From an optimization exercise on the open Yosys and OpenROAD flow, aimed at small area; shortcuts taken in it are not production practice.
Where RTL was checked, it was by simulation tests only, not by an equivalence proof against the original.
No activity file was given, so power comes from the tool's default toggle rates.

==> maple: inputs <==
Design register_file_ab, start of the top module:
module register_file_ab #(
    parameter int DATA_W   = 32,
    parameter int NUM_REGS = 32
) (
    input  logic              Clk,
    input  logic              Reset,
    input  logic [4:0]        Register_A_Sel,
    input  logic [4:0]        Register_B_Sel,
    input  logic [4:0]        Write_Sel,
    input  logic [DATA_W-1:0] Write_Data,
    input  logic              RF_Load,
    input  logic              RF_Double,
    output logic [DATA_W-1:0] Port_A,
    output logic [DATA_W-1:0] Port_B,
    output logic              RF_Busy,
    output logic              RF_Misaligned
);
Settings: LEC_CHECK=0, CAP_MARGIN=20, CORE_MARGIN=2, CORE_UTILIZATION=50, SLEW_MARGIN=20, SYNTH_HIERARCHICAL=1; clock period 7.0 ns.
standard.sh (not shown) runs the stock make flow with config.mk's settings and CLKGATE_MAP_FILE= SYNTH_SCRIPT=/design/flow/synth_recipe.tcl, a recipe that flattens the netlist after the stock synthesis.
==> flow/flow/run.sh <==
#!/bin/bash
# Standard ORFS layout with a leaner clock tree (mid-size clock buffers,
# larger sink clusters, no dummy balancing loads) and minimum-size port
# buffers, gate sizing not tied to the cell footprint, and timing-driven
# placement that does not keep its trial buffers. Everything else is the standard flow (standard.sh).
set -euo pipefail
CTS="-sink_clustering_enable -repair_clock_nets -dont_use_dummy_load"
CTS="$CTS -buf_list sky130_fd_sc_hd__clkbuf_8 -sink_clustering_size 18 -sink_clustering_max_diameter 50"
bash standard.sh finish \
  "CTS_ARGS=$CTS" \
  "BUFFER_PORTS_ARGS=-buffer_cell sky130_fd_sc_hd__buf_1" \
  MATCH_CELL_FOOTPRINT=0 GPL_KEEP_OVERFLOW=0 \
  > standard.log 2>&1
==> lagoon: changes against maple <==
--- a/flow/design.v
+++ b/flow/design.v
@@ -23,20 +23,23 @@
     logic [4:0]          w_waddr;          
     logic [DATA_W-1:0]   r_regs_n [1:NUM_REGS-1];    
     logic [DATA_W-1:0]   w_next_n [1:NUM_REGS-1];
     always_ff @(posedge Clk) begin
         if (Reset) begin
             r_busy       <= 1'b0;
-            r_pair       <= '0;
             r_misaligned <= 1'b0;
         end else begin
             r_busy <= ~r_busy & RF_Load & RF_Double;
             if (~r_busy & RF_Load & RF_Double) begin
-                r_pair       <= Write_Sel[4:1];
                 r_misaligned <= Write_Sel[0];
             end
+        end
+    end
+    always_ff @(posedge Clk) begin
+        if (~r_busy & RF_Load & RF_Double) begin
+            r_pair <= Write_Sel[4:1];
         end
     end
     assign RF_Busy       = r_busy;
     assign RF_Misaligned = r_misaligned;
     assign w_we    = ~Reset & (r_busy | RF_Load);
     assign w_waddr = r_busy    ? {r_pair, 1'b1} :
@@ -104,73 +107,77 @@
         end
         always_ff @(posedge Clk) begin
             r_regs_n[i] <= w_next_n[i];
         end
         assign w_col_n[i] = r_regs_n[i];
     end
-    logic [NH-1:0] w_fwd_a_c, w_fwd_b_c;
+    logic [NH-1:0] w_fwd_a_c, w_fwd_b_c, w_fwd_a_n, w_fwd_b_n;
     for (genvar c = 0; c < NH; c++) begin : g_fwd
         assign w_fwd_a_c[c] = w_fwd_a;
         assign w_fwd_b_c[c] = w_fwd_b;
+        assign w_fwd_a_n[c] = ~w_fwd_a;
+        assign w_fwd_b_n[c] = ~w_fwd_b;
     end
     for (genvar b = 0; b < DATA_W; b++) begin : g_rbit
         logic [NUM_REGS-1:1] w_dn;
         for (genvar i = 1; i < NUM_REGS; i++) begin : g_d
             assign w_dn[i] = w_col_n[i][b];
         end
         rf_read_bit u_a (.sn(w_sel_a_n[b / HW][NUM_REGS-1:1]), .dn(w_dn),
-                         .fwd(w_fwd_a_c[b / HW]), .wn(w_bus_n[0][b]), .y(Port_A[b]));
+                         .fwd(w_fwd_a_c[b / HW]), .fwd_n(w_fwd_a_n[b / HW]),
+                         .w(Write_Data[b]), .y(Port_A[b]));
         rf_read_bit u_b (.sn(w_sel_b_n[b / HW][NUM_REGS-1:1]), .dn(w_dn),
-                         .fwd(w_fwd_b_c[b / HW]), .wn(w_bus_n[0][b]), .y(Port_B[b]));
+                         .fwd(w_fwd_b_c[b / HW]), .fwd_n(w_fwd_b_n[b / HW]),
+                         .w(Write_Data[b]), .y(Port_B[b]));
     end
 endmodule
 module rf_read_bit (
     input  wire [31:1] sn,
     input  wire [31:1] dn,
     input  wire        fwd,
-    input  wire        wn,
+    input  wire        fwd_n,
+    input  wire        w,
     output wire        y
 );
     wire [15:0] p;
-    wire [3:0]  q;
+    wire        t;
     for (genvar k = 0; k < 15; k++) begin : g_oai
         rf_oai22 u (.sn(sn[2*k+1 +: 2]), .dn(dn[2*k+1 +: 2]), .y(p[k]));
     end
     rf_nor2 u_last (.a(sn[31]), .b(dn[31]), .y(p[15]));
-    for (genvar k = 0; k < 4; k++) begin : g_or
-        rf_or4 u (.p(p[4*k +: 4]), .y(q[k]));
-    end
-    rf_or4_fwd u_top (.q(q), .fwd(fwd), .wn(wn), .y(y));
+    rf_or16 u_or (.p(p), .y(t));
+    rf_ao22  u_fwd (.a1(t), .a2(fwd_n), .b1(fwd), .b2(w), .y(y));
 endmodule
 module rf_oai22 (
     input  wire [1:0] sn,
     input  wire [1:0] dn,
     output wire       y
 );
     assign y = ~((sn[0] | dn[0]) & (sn[1] | dn[1]));
 endmodule
-module rf_or4 (
-    input  wire [3:0] p,
-    output wire       y
+module rf_nor2 (
+    input  wire a,
+    input  wire b,
+    output wire y
+);
+    assign y = ~(a | b);
+endmodule
+module rf_or16 (
+    input  wire [15:0] p,
+    output wire        y
 );
     assign y = |p;
 endmodule
-module rf_nor2 (
-    input  wire a,
-    input  wire b,
-    output wire y
-);
-    assign y = ~(a | b);
-endmodule
-module rf_or4_fwd (
-    input  wire [3:0] q,
-    input  wire       fwd,
-    input  wire       wn,
-    output wire       y
-);
-    assign y = fwd ? ~wn : |q;
+module rf_ao22 (
+    input  wire a1,
+    input  wire a2,
+    input  wire b1,
+    input  wire b2,
+    output wire y
+);
+    assign y = (a1 & a2) | (b1 & b2);
 endmodule
 module rf_nand2 (
     input  wire a,
     input  wire b,
     output wire y
 );
==> flow/flow/run.sh (replaced) <==
#!/bin/bash
# Standard ORFS layout with a leaner clock tree (mid-size clock buffers,
# larger sink clusters, no dummy balancing loads) and minimum-size port
# buffers, gate sizing not tied to the cell footprint, and timing-driven
# placement that does not keep its trial buffers. Everything else is the standard flow (standard.sh).
set -euo pipefail
CTS="-sink_clustering_enable -repair_clock_nets -dont_use_dummy_load"
CTS="$CTS -buf_list sky130_fd_sc_hd__clkbuf_8 -sink_clustering_size 14 -sink_clustering_max_diameter 70"
bash standard.sh finish \
  "CTS_ARGS=$CTS" \
  "BUFFER_PORTS_ARGS=-buffer_cell sky130_fd_sc_hd__buf_1" \
  MATCH_CELL_FOOTPRINT=0 GPL_KEEP_OVERFLOW=0 \
  > standard.log 2>&1
Settings changed: CORE_UTILIZATION 50 to 55, SETUP_SLACK_MARGIN set to 0.25.
==> comparison table <==
|  | maple | lagoon |
|---|---|---|
| Setup slack on the worst flop-to-flop path | 2.44 ns | 2.51 ns |
| Clock distribution power | 3.45 mW | 2.93 mW |
| Leakage power | 18.26 nW | 17.04 nW |
| Share of synthesized area spent on multiplexers | 1.900% | 0.1400% |
| Total area of multi-input combinational cells | 19,490 um^2 | 19,390 um^2 |
| Signal buffers share of area | 1.339% | 1.389% |
| Die ar. | 81,820 um^2 | 73,670 um^2 |
| Initial standard-cell utilization of the core | 50.43% | 55.31% |
| Wire length of the first global-routing pass | 246.8 mm | 272.3 mm |
| #MultiIn Comb | 2,735 | 2,732 |
| Crit path time final | 6.603 ns | 6.841 ns |
| Total length of routed wires | 171.0 mm | 192.2 mm |
| Max transition margin | 17.63% | 10.52% |
| Relative contribution of combinational cells to total power | 17.4% | 19.0% |
| Outcome | complete, no violations | complete, no violations |
| Area fraction in compound gates after synthesis | 37.02% | 38.86% |
| Number of buffers inserted during clock tree synthesis | 115 | 81 |
| Termination of the worst setup path | Port_A[1] | Port_A[18] |
| Number of core rows | 103 | 98 |
| Number of nets in the synthesized netlist | 3,869 | 3,864 |
| Antenna violations before repair | 6 | 11 |
| Number of library cell types mapped by synthesis | 27 | 28 |
For maple, only the layout was checked, not whether the RTL still works.


==> job 1247 <==
Another version of the RTL of register_file_ab (not shown whole).
==> module register_file_ab, before the edit <==
module register_file_ab #(
    parameter int DATA_W   = 32,
    parameter int NUM_REGS = 32
) (
    input  logic              Clk,
    input  logic              Reset,
    input  logic [4:0]        Register_A_Sel,
    input  logic [4:0]        Register_B_Sel,
    input  logic [4:0]        Write_Sel,
    input  logic [DATA_W-1:0] Write_Data,
    input  logic              RF_Load,
    input  logic              RF_Double,
    output logic [DATA_W-1:0] Port_A,
    output logic [DATA_W-1:0] Port_B,
    output logic              RF_Busy,
    output logic              RF_Misaligned
);
    logic                r_busy;           
    logic [3:0]          r_pair;           
    logic                r_misaligned;
    logic                w_we;             
    logic [4:0]          w_waddr;          
    logic [DATA_W-1:0]   w_wbus_n;         
    logic [DATA_W-1:0]   r_regs_n [1:NUM_REGS-1];    
    logic [DATA_W-1:0]   w_next_n [1:NUM_REGS-1];
    always_ff @(posedge Clk) begin
        if (Reset) begin
            r_busy       <= 1'b0;
            r_pair       <= '0;
            r_misaligned <= 1'b0;
        end else begin
            r_busy <= ~r_busy & RF_Load & RF_Double;
            if (~r_busy & RF_Load & RF_Double) begin
                r_pair       <= Write_Sel[4:1];
                r_misaligned <= Write_Sel[0];
            end
        end
    end
    assign RF_Busy       = r_busy;
    assign RF_Misaligned = r_misaligned;
    assign w_we    = ~Reset & (r_busy | RF_Load);
    assign w_waddr = r_busy    ? {r_pair, 1'b1} :
                     RF_Double ? {Write_Sel[4:1], 1'b0} : Write_Sel;
    logic w_rst_n;
    assign w_rst_n = ~Reset;
    for (genvar b = 0; b < DATA_W; b++) begin : g_bus
        rf_nand2 u_bus (.a(Write_Data[b]), .b(w_rst_n), .y(w_wbus_n[b]));
    end
    logic [7:0] w_lh;
    logic [3:0] w_ll;
    for (genvar k = 0; k < 8; k++) begin : g_wpre_h
        assign w_lh[k] = Reset | (w_we & (w_waddr[4:2] == 3'(k)));
    end
    for (genvar j = 0; j < 4; j++) begin : g_wpre_l
        assign w_ll[j] = Reset | (w_waddr[1:0] == 2'(j));
    end
    logic w_fwd_a, w_fwd_b;
    assign w_fwd_a = w_we & (w_waddr == Register_A_Sel) & (Register_A_Sel != 5'd0);
    assign w_fwd_b = w_we & (w_waddr == Register_B_Sel) & (Register_B_Sel != 5'd0);
    logic [7:0] w_ah, w_bh;
    logic [3:0] w_al, w_bl;
    for (genvar k = 0; k < 8; k++) begin : g_rpre_h
        assign w_ah[k] = (Register_A_Sel[4:2] == 3'(k)) & ~w_fwd_a;
        assign w_bh[k] = (Register_B_Sel[4:2] == 3'(k)) & ~w_fwd_b;
    end
    for (genvar j = 0; j < 4; j++) begin : g_rpre_l
        assign w_al[j] = (Register_A_Sel[1:0] == 2'(j));
        assign w_bl[j] = (Register_B_Sel[1:0] == 2'(j));
    end
    logic [NUM_REGS-1:0] w_sel_a_n, w_sel_b_n;    
    logic [DATA_W-1:0]   w_col_n [0:NUM_REGS-1];   
    for (genvar i = 1; i < NUM_REGS; i++) begin : g_reg
        logic w_load, w_hold;
        rf_nand2 u_hold (.a(w_lh[i/4]), .b(w_ll[i%4]), .y(w_hold));
        rf_inv   u_load (.a(w_hold), .y(w_load));
        rf_nand2 u_sa   (.a(w_ah[i/4]), .b(w_al[i%4]), .y(w_sel_a_n[i]));
        rf_nand2 u_sb   (.a(w_bh[i/4]), .b(w_bl[i%4]), .y(w_sel_b_n[i]));
        for (genvar b = 0; b < DATA_W; b++) begin : g_bit
            rf_hold u_nx (.l(w_load), .h(w_hold), .d(w_wbus_n[b]),
                          .q(r_regs_n[i][b]), .y(w_next_n[i][b]));
        end
        always_ff @(posedge Clk) begin
            r_regs_n[i] <= w_next_n[i];
        end
        assign w_col_n[i] = r_regs_n[i];
    end
    assign w_col_n[0]   = w_wbus_n;
    assign w_sel_a_n[0] = ~w_fwd_a;
    assign w_sel_b_n[0] = ~w_fwd_b;
    for (genvar b = 0; b < DATA_W; b++) begin : g_rbit
        logic [NUM_REGS-1:0] w_dn;
        for (genvar i = 0; i < NUM_REGS; i++) begin : g_d
            assign w_dn[i] = w_col_n[i][b];
        end
        rf_read_bit u_a (.sn(w_sel_a_n), .dn(w_dn), .y(Port_A[b]));
        rf_read_bit u_b (.sn(w_sel_b_n), .dn(w_dn), .y(Port_B[b]));
    end
endmodule
==> module rf_read_bit, before the edit <==
module rf_read_bit (
    input  wire [31:0] sn,
    input  wire [31:0] dn,
    output wire        y
);
    wire [15:0] p;
    for (genvar k = 0; k < 16; k++) begin : g_oai
        rf_oai22 u (.sn(sn[2*k +: 2]), .dn(dn[2*k +: 2]), .y(p[k]));
    end
    rf_or16 u_or (.p(p), .y(y));
endmodule
==> module rf_oai22, before the edit <==
module rf_oai22 (
    input  wire [1:0] sn,
    input  wire [1:0] dn,
    output wire       y
);
    assign y = ~((sn[0] | dn[0]) & (sn[1] | dn[1]));
endmodule
==> module rf_or16, before the edit <==
module rf_or16 (
    input  wire [15:0] p,
    output wire        y
);
    assign y = |p;
endmodule
==> flow/config.mk <==
export PLATFORM = sky130hd
export DESIGN_NAME = register_file_ab
export DESIGN_NICKNAME = register_file_ab
export VERILOG_FILES = /design/flow/design.v
export SDC_FILE = /design/flow/constraint.sdc
export NUM_CORES = 4
export LEC_CHECK = 0
export CAP_MARGIN = 20
export CORE_MARGIN = 2
export CORE_UTILIZATION = 40
export SLEW_MARGIN = 20
export SYNTH_HIERARCHICAL = 1
==> flow/constraint.sdc <==
create_clock -name core_clock -period 7.0 [get_ports {Clk}]
set_input_delay 1.4000 -clock core_clock [delete_from_list [all_inputs] [get_ports {Clk}]]
set_output_delay 1.4000 -clock core_clock [all_outputs]
set_load 0.01 [all_outputs]
==> flow/flow/run.sh <==
#!/bin/bash
# Standard ORFS layout with a leaner clock tree (mid-size clock buffers,
# larger sink clusters, no dummy balancing loads) and minimum-size port
# buffers. Everything else is the standard flow (standard.sh).
set -euo pipefail
CTS="-sink_clustering_enable -repair_clock_nets -dont_use_dummy_load"
CTS="$CTS -buf_list sky130_fd_sc_hd__clkbuf_8 -sink_clustering_size 16 -sink_clustering_max_diameter 50"
bash standard.sh finish \
  "CTS_ARGS=$CTS" \
  "BUFFER_PORTS_ARGS=-buffer_cell sky130_fd_sc_hd__buf_1" \
  > standard.log 2>&1
==> inputs of job 1857, as changes to job 1247 <==
==> flow/design.v (replaced) <==
`default_nettype none
module register_file_ab #(
    parameter int DATA_W   = 32,
    parameter int NUM_REGS = 32
) (
    input  logic              Clk,
    input  logic              Reset,
    input  logic [4:0]        Register_A_Sel,
    input  logic [4:0]        Register_B_Sel,
    input  logic [4:0]        Write_Sel,
    input  logic [DATA_W-1:0] Write_Data,
    input  logic              RF_Load,
    input  logic              RF_Double,
    output logic [DATA_W-1:0] Port_A,
    output logic [DATA_W-1:0] Port_B,
    output logic              RF_Busy,
    output logic              RF_Misaligned
);
    logic                r_busy;           
    logic [3:0]          r_pair;           
    logic                r_misaligned;
    logic                w_we;             
    logic [4:0]          w_waddr;          
    logic [DATA_W-1:0]   w_wdata;          
    logic [DATA_W-1:0]   r_regs [1:NUM_REGS-1];
    logic [DATA_W-1:0]   w_next [1:NUM_REGS-1];
    always_ff @(posedge Clk) begin
        if (Reset) begin
            r_busy       <= 1'b0;
            r_pair       <= '0;
            r_misaligned <= 1'b0;
        end else begin
            r_busy <= ~r_busy & RF_Load & RF_Double;
            if (~r_busy & RF_Load & RF_Double) begin
                r_pair       <= Write_Sel[4:1];
                r_misaligned <= Write_Sel[0];
            end
        end
    end
    assign RF_Busy       = r_busy;
    assign RF_Misaligned = r_misaligned;
    assign w_we    = ~Reset & (r_busy | RF_Load);
    assign w_waddr = r_busy    ? {r_pair, 1'b1} :
                     RF_Double ? {Write_Sel[4:1], 1'b0} : Write_Sel;
    assign w_wdata = Reset ? '0 : Write_Data;
    logic [7:0] w_lh_n;                    
    logic [3:0] w_ll_n;                    
    for (genvar k = 0; k < 8; k++) begin : g_wpre_h
        assign w_lh_n[k] = ~(Reset | (w_we & (w_waddr[4:2] == 3'(k))));
    end
    for (genvar j = 0; j < 4; j++) begin : g_wpre_l
        assign w_ll_n[j] = ~(Reset | (w_waddr[1:0] == 2'(j)));
    end
    logic w_fwd_a, w_fwd_b;
    assign w_fwd_a = w_we & (w_waddr == Register_A_Sel) & (Register_A_Sel != 5'd0);
    assign w_fwd_b = w_we & (w_waddr == Register_B_Sel) & (Register_B_Sel != 5'd0);
    logic [7:0] w_ah_n, w_bh_n;
    logic [3:0] w_al_n, w_bl_n;
    for (genvar k = 0; k < 8; k++) begin : g_rpre_h
        assign w_ah_n[k] = ~((Register_A_Sel[4:2] == 3'(k)) & ~w_fwd_a);
        assign w_bh_n[k] = ~((Register_B_Sel[4:2] == 3'(k)) & ~w_fwd_b);
    end
    for (genvar j = 0; j < 4; j++) begin : g_rpre_l
        assign w_al_n[j] = ~(Register_A_Sel[1:0] == 2'(j));
        assign w_bl_n[j] = ~(Register_B_Sel[1:0] == 2'(j));
    end
    logic [NUM_REGS-1:0] w_sel_a, w_sel_b;    
    logic [DATA_W-1:0]   w_col   [0:NUM_REGS-1];
    for (genvar i = 1; i < NUM_REGS; i++) begin : g_reg
        logic w_load, w_hold;
        rf_nor2 u_load (.a(w_lh_n[i/4]), .b(w_ll_n[i%4]), .y(w_load));
        rf_inv  u_hold (.a(w_load), .y(w_hold));
        rf_nor2 u_sa   (.a(w_ah_n[i/4]), .b(w_al_n[i%4]), .y(w_sel_a[i]));
        rf_nor2 u_sb   (.a(w_bh_n[i/4]), .b(w_bl_n[i%4]), .y(w_sel_b[i]));
        for (genvar b = 0; b < DATA_W; b++) begin : g_bit
            rf_hold u_nx (.l(w_load), .h(w_hold), .d(w_wdata[b]),
                          .q(r_regs[i][b]), .y(w_next[i][b]));
        end
        always_ff @(posedge Clk) begin
            r_regs[i] <= w_next[i];
        end
        assign w_col[i] = r_regs[i];
    end
    assign w_col[0]   = Write_Data;
    assign w_sel_a[0] = w_fwd_a;
    assign w_sel_b[0] = w_fwd_b;
    for (genvar b = 0; b < DATA_W; b++) begin : g_rbit
        logic [NUM_REGS-1:0] w_d;
        for (genvar i = 0; i < NUM_REGS; i++) begin : g_d
            assign w_d[i] = w_col[i][b];
        end
        rf_read_bit u_a (.s(w_sel_a), .d(w_d), .y(Port_A[b]));
        rf_read_bit u_b (.s(w_sel_b), .d(w_d), .y(Port_B[b]));
    end
endmodule
module rf_read_bit (
    input  wire [31:0] s,
    input  wire [31:0] d,
    output wire        y
);
    wire [11:0] n;
    for (genvar k = 0; k < 10; k++) begin : g_aoi
        rf_aoi222 u (.s(s[3*k +: 3]), .d(d[3*k +: 3]), .y(n[k]));
    end
    rf_nand2 u_n30 (.a(s[30]), .b(d[30]), .y(n[10]));
    rf_nand2 u_n31 (.a(s[31]), .b(d[31]), .y(n[11]));
    assign y = ~&n;
endmodule
module rf_aoi222 (
    input  wire [2:0] s,
    input  wire [2:0] d,
    output wire       y
);
    assign y = ~|(s & d);
endmodule
module rf_nand2 (
    input  wire a,
    input  wire b,
    output wire y
);
    assign y = ~(a & b);
endmodule
module rf_nor2 (
    input  wire a,
    input  wire b,
    output wire y
);
    assign y = ~(a | b);
endmodule
module rf_inv (
    input  wire a,
    output wire y
);
    assign y = ~a;
endmodule
module rf_hold (
    input  wire l,
    input  wire h,
    input  wire d,
    input  wire q,
    output wire y
);
    assign y = (l & d) | (h & q);
endmodule
`default_nettype wire
==> flow/run.sh (new file) <==
#!/bin/bash
# synth_recipe.tcl (not shown) runs the flow's synth.tcl, then flattens the netlist and writes it again
# the make line also repeats each setting of config.mk as NAME=value (left out here)
make -C /OpenROAD-flow-scripts/flow DESIGN_CONFIG=/design/flow/config.mk WORK_HOME=/design/flow/orfs CLKGATE_MAP_FILE= SYNTH_SCRIPT=/design/flow/synth_recipe.tcl finish
removed: flow/flow/run.sh
removed: flow/standard.sh
==> results.txt <==
Job 1857 finished but failed the layout checks on setup timing. Job 1247 finished but fails on setup timing. In sequential cell count, job 1857 and job 1247 do not differ. Clock power: job 1247 is lower than job 1857 (45%). Against job 1247, the clock-buffer cell count of job 1857 is higher by 53. Of job 1857 and job 1247, job 1857 has the higher area after synthesis (gap about 0.4%, measured against job 1247).
Only the layout flow was run in job 1247; the RTL was not checked for function there.

static timing again, ports no longer ideal:
In the flow no input, the clock included, has a driving cell. The finished layouts below were timed again as built, in two steps.
Step 1 sets driving cells, clkbuf_16 on the clock port and buf_2 on the other inputs (assumed; they add their load-dependent delay and slew).
Step 2 also shifts input and output timing later by t, the mid clock arrival at the registers, as if the neighbouring blocks saw the same clock.
Slacks: no drivers / after step 1 / after step 2; pairs: no drivers / after step 1.
run	shift t [ns]	setup WS [ns]	slew at the worst register clock pin (ns)	worst slew at a driven data input, ns
maple	0.817	0.397 / 0.269 / 0.269	0.11 / 0.11	0.15
lagoon	0.798	0.159 / 0.131 / 0.131	0.10 / 0.10	0.04
job 1247	0.823	-0.064 / -0.140 / -0.140	0.10 / 0.10	0.30
job 1857	0.752	-0.003 / -0.033 / -0.033	0.07 / 0.07	0.05
The setup slack of maple, which loses most, moves by -0.128 ns with the drivers and by -0.128 ns with both steps.
